Background: an optimization exercise with open tools, aiming at small area, a short achievable clock period and few clock cycles per item. Do not read the settings as production practice. In this exercise RTL edits were held to simulation tests only and were not proved equivalent to the original. Power and IR drop assume default switching activity.

// poly1305_reduce
module poly1305_reduce
(
  input  logic           clk,
  input  logic           rst,
  input  logic           start,
  input  logic [P_W-1:0] P,
  output logic [H_W-1:0] H,
  output logic           ready,
  output logic           busy
);
Size: about 1800 cells after synthesis, ~180 flip-flops, about 15000 sq um of cells after synthesis.
export LEC_CHECK = 0
export ABC_AREA = 1
export CAP_MARGIN = 20
export CORE_MARGIN = 2
export CORE_UTILIZATION = 40
export SETUP_SLACK_MARGIN = 2
export SLEW_MARGIN = 20
create_clock -name core_clock -period 6.0 [get_ports {clk}]
standard.sh (not shown) runs the stock make flow with config.mk's settings and CLKGATE_MAP_FILE= SYNTH_SCRIPT=/design/flow/synth_recipe.tcl, a recipe that flattens the netlist after the stock synthesis.
==> flow/flow/run.sh <==
#!/bin/bash
# Layout flow: the standard layout (standard.sh: ORFS with the standard flow's synthesis, config and
# constraints), except that the port buffers buffer_ports inserts are buf_1 cells instead of
# the cell it picks by default (clkdlybuf4s50_1, a slow delay cell). Every port still gets
# its buffer. The full output of the run is kept in standard_flow.log in this folder; ORFS
# keeps each step's own log under orfs/logs/.
set -euo pipefail
bash standard.sh "BUFFER_PORTS_ARGS=-buffer_cell sky130_fd_sc_hd__buf_1" finish > standard_flow.log 2>&1
The baseline passed the timing, design-rule and antenna checks.
Testbench counts at the start, summed over its fixed seeds: cycles 1,600, items 1,600.
Rerun with:
Settings changed: SETUP_SLACK_MARGIN 2 to 1.5.
After rerunning:
- The new run completed without violations
- final cell count came out lower by about 0.6%
- wire length came out lower by about 5.4%
- synthesized area does not change
- first-iteration DRC count came out lower by 6.5%
- hold slack gets better by 3.9 ps
- via count came out lower by about 1.7%
- final area came out lower by 2.6%
Rerun with:
Settings changed: CORE_UTILIZATION 40 to 45, SETUP_SLACK_MARGIN 1.5 to 2.
Result: Routed wire length shrinks by 3.9%; clock power is about the same; total power hardly moves; synthesized cell count is unchanged; first-iteration DRC count shrinks by 7.0%; sequential power stays flat; critical path depth grows by 2; core utilization grows by 6.7 points; synthesized area stays the same.

Setup of run B:
Another version of the RTL of poly1305_reduce (not shown whole).
For scale: ~2500 cells after synthesis, roughly 140 flip-flops, roughly 17000 sq um of cells after synthesis.
Settings: LEC_CHECK=0, ABC_AREA=1, CAP_MARGIN=20, CORE_MARGIN=2, CORE_UTILIZATION=40, SETUP_SLACK_MARGIN=2, SLEW_MARGIN=20; clock period 6.0 ns.
Scripts as last shown in full above: flow/flow/run.sh
Run B: done, clean on timing, DRC and antenna
Testbench counts of run B, summed over its fixed seeds: cycles 1,600, items 1,600.
diff inputs: run B => run Z
Settings: a change of SETUP_SLACK_MARGIN from 2 to 2.5.
==> comparison <==
Going from run B to run Z, wire length after detailed routing climbed about 3.3%, area added between synthesis and finish climbed 6.8 points. Run B → run Z: relative contribution of the clock network to total power -0.7 points; area of the placeable core ~0 delta; met3 usage +0.43 points; setup slack -0.037 ns. Per the final summary, run Z finished and its layout is clean on timing, DRC and antenna. The estimated power of run Z ends up higher than the estimate for run B. The lower average wire per standard cell came out of run B.

== v6 ==
Another version of the RTL of poly1305_reduce (not shown whole).
For scale: about 1500 cells after synthesis, roughly 390 I/O pins.
clock: 6.0 ns
lec_check: 0
cap_margin: 20
core_margin: 2
core_utilization: 40
setup_slack_margin: 2
slew_margin: 20
run.sh (not shown) runs the stock make flow with config.mk's settings and CLKGATE_MAP_FILE= SYNTH_SCRIPT=/design/flow/synth_recipe.tcl, a recipe that flattens the netlist after the stock synthesis.
Stock flow here: none of the scripts above is used.
Testbench counts of v6, summed over its fixed seeds: cycles 1,600, items 1,600.
Setup changes, v6 to v7
- an added ABC_AREA of 1
- a change of SETUP_SLACK_MARGIN from 2 to 2.5
==> flow/flow/run.sh (new file) <==
#!/bin/bash
# Layout flow: the standard layout (standard.sh: ORFS with the standard flow's synthesis, config and
# constraints), except that the port buffers buffer_ports inserts are buf_1 cells instead of
# the cell it picks by default (clkdlybuf4s50_1, a slow delay cell). Every port still gets
# its buffer. The full output of the run is kept in standard_flow.log in this folder; ORFS
# keeps each step's own log under orfs/logs/.
set -euo pipefail
bash standard.sh "BUFFER_PORTS_ARGS=-buffer_cell sky130_fd_sc_hd__buf_1" finish > standard_flow.log 2>&1
==> flow/standard.sh (new file) <==
#!/bin/bash
# synth_recipe.tcl (not shown) runs the flow's synth.tcl, then flattens the netlist and writes it again
# the make line also repeats each setting of config.mk as NAME=value (left out here)
make -C /OpenROAD-flow-scripts/flow DESIGN_CONFIG=/design/flow/config.mk WORK_HOME=/design/flow/orfs CLKGATE_MAP_FILE= SYNTH_SCRIPT=/design/flow/synth_recipe.tcl "${@:-finish}"
removed: flow/run.sh
--- outcome ---
Looking at the reports, v7 completed the entire flow and the layout it produced met the timing, design-rule and antenna checks. Worst hold slack in v7 vs v6: down 360 ps. Looking at cell area after layout, v7 sits 740 µm² higher than v6 does. Taking v6 as the reference, in v7 adder-cell area share of the yosys netlist dropped 4.4 points, synthesized cell count has increased, area added between synthesis and finish moved down. v6 has lower die area than v7. Peak per-stage delay on the critical path: v7 vs v6 down 20 ps. When v7 is set beside v6, its average routed wire per standard cell turns out to be 2.3 µm smaller. Relative to v6, the final critical-path required period of v7 is lower by 410 ps.

== cedar ==
RTL: one of the versions met above, not the one the previous note started from.
Size: roughly 390 I/O pins.
==> flow/config.mk <==
export PLATFORM = sky130hd
export DESIGN_NAME = poly1305_reduce
export DESIGN_NICKNAME = poly1305_reduce
export VERILOG_FILES = /design/flow/design.v
export SDC_FILE = /design/flow/constraint.sdc
export NUM_CORES = 4
export LEC_CHECK = 0
export ABC_AREA = 1
export CAP_MARGIN = 20
export CORE_MARGIN = 2
export CORE_UTILIZATION = 40
export GPL_TIMING_DRIVEN = 1
export SETUP_SLACK_MARGIN = 2
export SLEW_MARGIN = 20
==> flow/constraint.sdc <==
create_clock -name core_clock -period 6.0 [get_ports {clk}]
set_input_delay 1.2000 -clock core_clock [delete_from_list [all_inputs] [get_ports {clk}]]
set_output_delay 1.2000 -clock core_clock [all_outputs]
set_load 0.01 [all_outputs]
standard.sh (not shown) runs the stock make flow with config.mk's settings and CLKGATE_MAP_FILE= SYNTH_SCRIPT=/design/flow/synth_recipe.tcl, a recipe that flattens the netlist after the stock synthesis.
==> flow/flow/run.sh <==
#!/bin/bash
# Layout flow: the standard layout (standard.sh: ORFS with the standard flow's synthesis, config and
# constraints), except that the port buffers buffer_ports inserts are buf_1 cells instead of
# the cell it picks by default (clkdlybuf4s50_1, a slow delay cell). Every port still gets
# its buffer. The full output of the run is kept in standard_flow.log in this folder; ORFS
# keeps each step's own log under orfs/logs/.
set -euo pipefail
bash standard.sh "BUFFER_PORTS_ARGS=-buffer_cell sky130_fd_sc_hd__buf_1" finish > standard_flow.log 2>&1
cedar | status: complete | timing, DRC, antenna: pass
Testbench counts of cedar, summed over its fixed seeds: cycles 1,600, items 1,600.
## Diff of input files: amber against cedar
Settings: GPL_TIMING_DRIVEN no longer set, was 1; SETUP_SLACK_MARGIN now 2.25, was 2.
### Flow results
Cell area is lower on cedar. In the route summary, amber ends up with a via count exceeding that of cedar. Re synthesized cell count: no difference whatsoever between cedar and amber. Comparing routed wire length for cedar and amber, the smaller number came from cedar. On amber: upper clock frequency limit is 1.6% higher than what cedar gave. The total design power reported for amber is greater than that of cedar by 560 uW.
diff inputs: amber => garnet
Settings: SETUP_SLACK_MARGIN changed from 2.25 to 1.75.
garnet finished every step from synthesis to the final layout, and the layout passed the timing, design-rule and antenna checks. amber → garnet: area inside the core boundary closely matched the old numbers; ratio of routed vias to standard cells decreased about 3%; number of rows in the core area shows no meaningful change; peak supply drop ~0 delta; pre-CTS worst setup slack held steady. Compared with amber, garnet instantiates a smaller number of cells. Taking amber as the reference, in garnet sequential fraction of total cell area grew by 2.2 points, clock-pin slew reported for the worst setup and hold paths after clock tree synthesis flat. amber reports its critical path capture point as H[94] while garnet reports H[4].

RTL: one of the versions met above, not the one the previous note started from.
Size in the first run: ~1500 cells after synthesis, about 14000 um2 of cells after synthesis.
export LEC_CHECK = 0
export CAP_MARGIN = 20
export CORE_MARGIN = 2
export CORE_UTILIZATION = 40
export SETUP_SLACK_MARGIN = 2
export SLEW_MARGIN = 20
create_clock -name core_clock -period 6.0 [get_ports {clk}]
Scripts as last shown in full above: flow/flow/run.sh
The starting point went through all stages and came out clean.
Testbench counts at the start, summed over its fixed seeds: cycles 1,600, items 1,600.
==> next run, changes <==
Settings changed: CORE_UTILIZATION 40 to 55, SETUP_SLACK_MARGIN 2 to 2.5.
What happened:
- core utilization increases by 22 points
- routed wire length decreases by 4.3%
- maximum frequency decreases by 1.7%
- sequential share of layout area is about the same
- final area increases by 0.33%
- hold slack degrades by 0.029 ns
- critical path depth increases by 3
- die area decreases by 27%
- total power increases by 1.8%

-- re-timing with driven ports --
The flow's constraints put no driver on any port. The routed layouts listed below were extracted and timed again, unchanged, in two steps. Step 1: set_driving_cell puts a clkbuf_16 on clk and a buf_2 on each other input, an assumption about the parent block. Step 2 adds t to the input delays and takes it off the output delays; t is the mean of the earliest and latest rising clock arrival at the registers after step 1. Input paths then give back, and output paths get back, about the clock's delay inside the block. Three values: ideal ports, drivers, drivers and shift; two values: the first two.
run | t (ns) | setup WS [ns] | worst setup path at the end | cell pins on the clock port's net
the first run of note 1 | 0.476 | 2.120 / 2.073 / 2.133 | input to register | 1
the second run of note 1 | 0.476 | 1.780 / 1.732 / 2.135 | input to register | 1
the third run of note 1 | 0.471 | 2.037 / 1.988 / 2.095 | input to register | 1
run B | 0.492 | 2.030 / 1.974 / 1.879 | input to register | 1
run Z | 0.485 | 1.993 / 1.940 / 2.199 | input to register | 1
v6 | 0.472 | 1.341 / 1.290 / 1.708 | input to register | 1
v7 | 0.508 | 1.750 / 1.696 / 2.184 | input to register | 1
cedar | 0.476 | 2.120 / 2.073 / 2.133 | input to register | 1
amber | 0.480 | 2.182 / 2.132 / 2.130 | input to register | 1
garnet | 0.474 | 1.988 / 1.941 / 2.136 | input to register | 1
the first run of note 5 | 0.458 | 1.325 / 1.278 / 1.736 | register to output | 1
the second run of note 5 | 0.486 | 1.246 / 1.196 / 1.682 | register to output | 1
After both steps every run listed still meets setup and hold. The setup slack of run B, which loses most, moves by -0.056 ns with the drivers and by -0.151 ns with both steps.
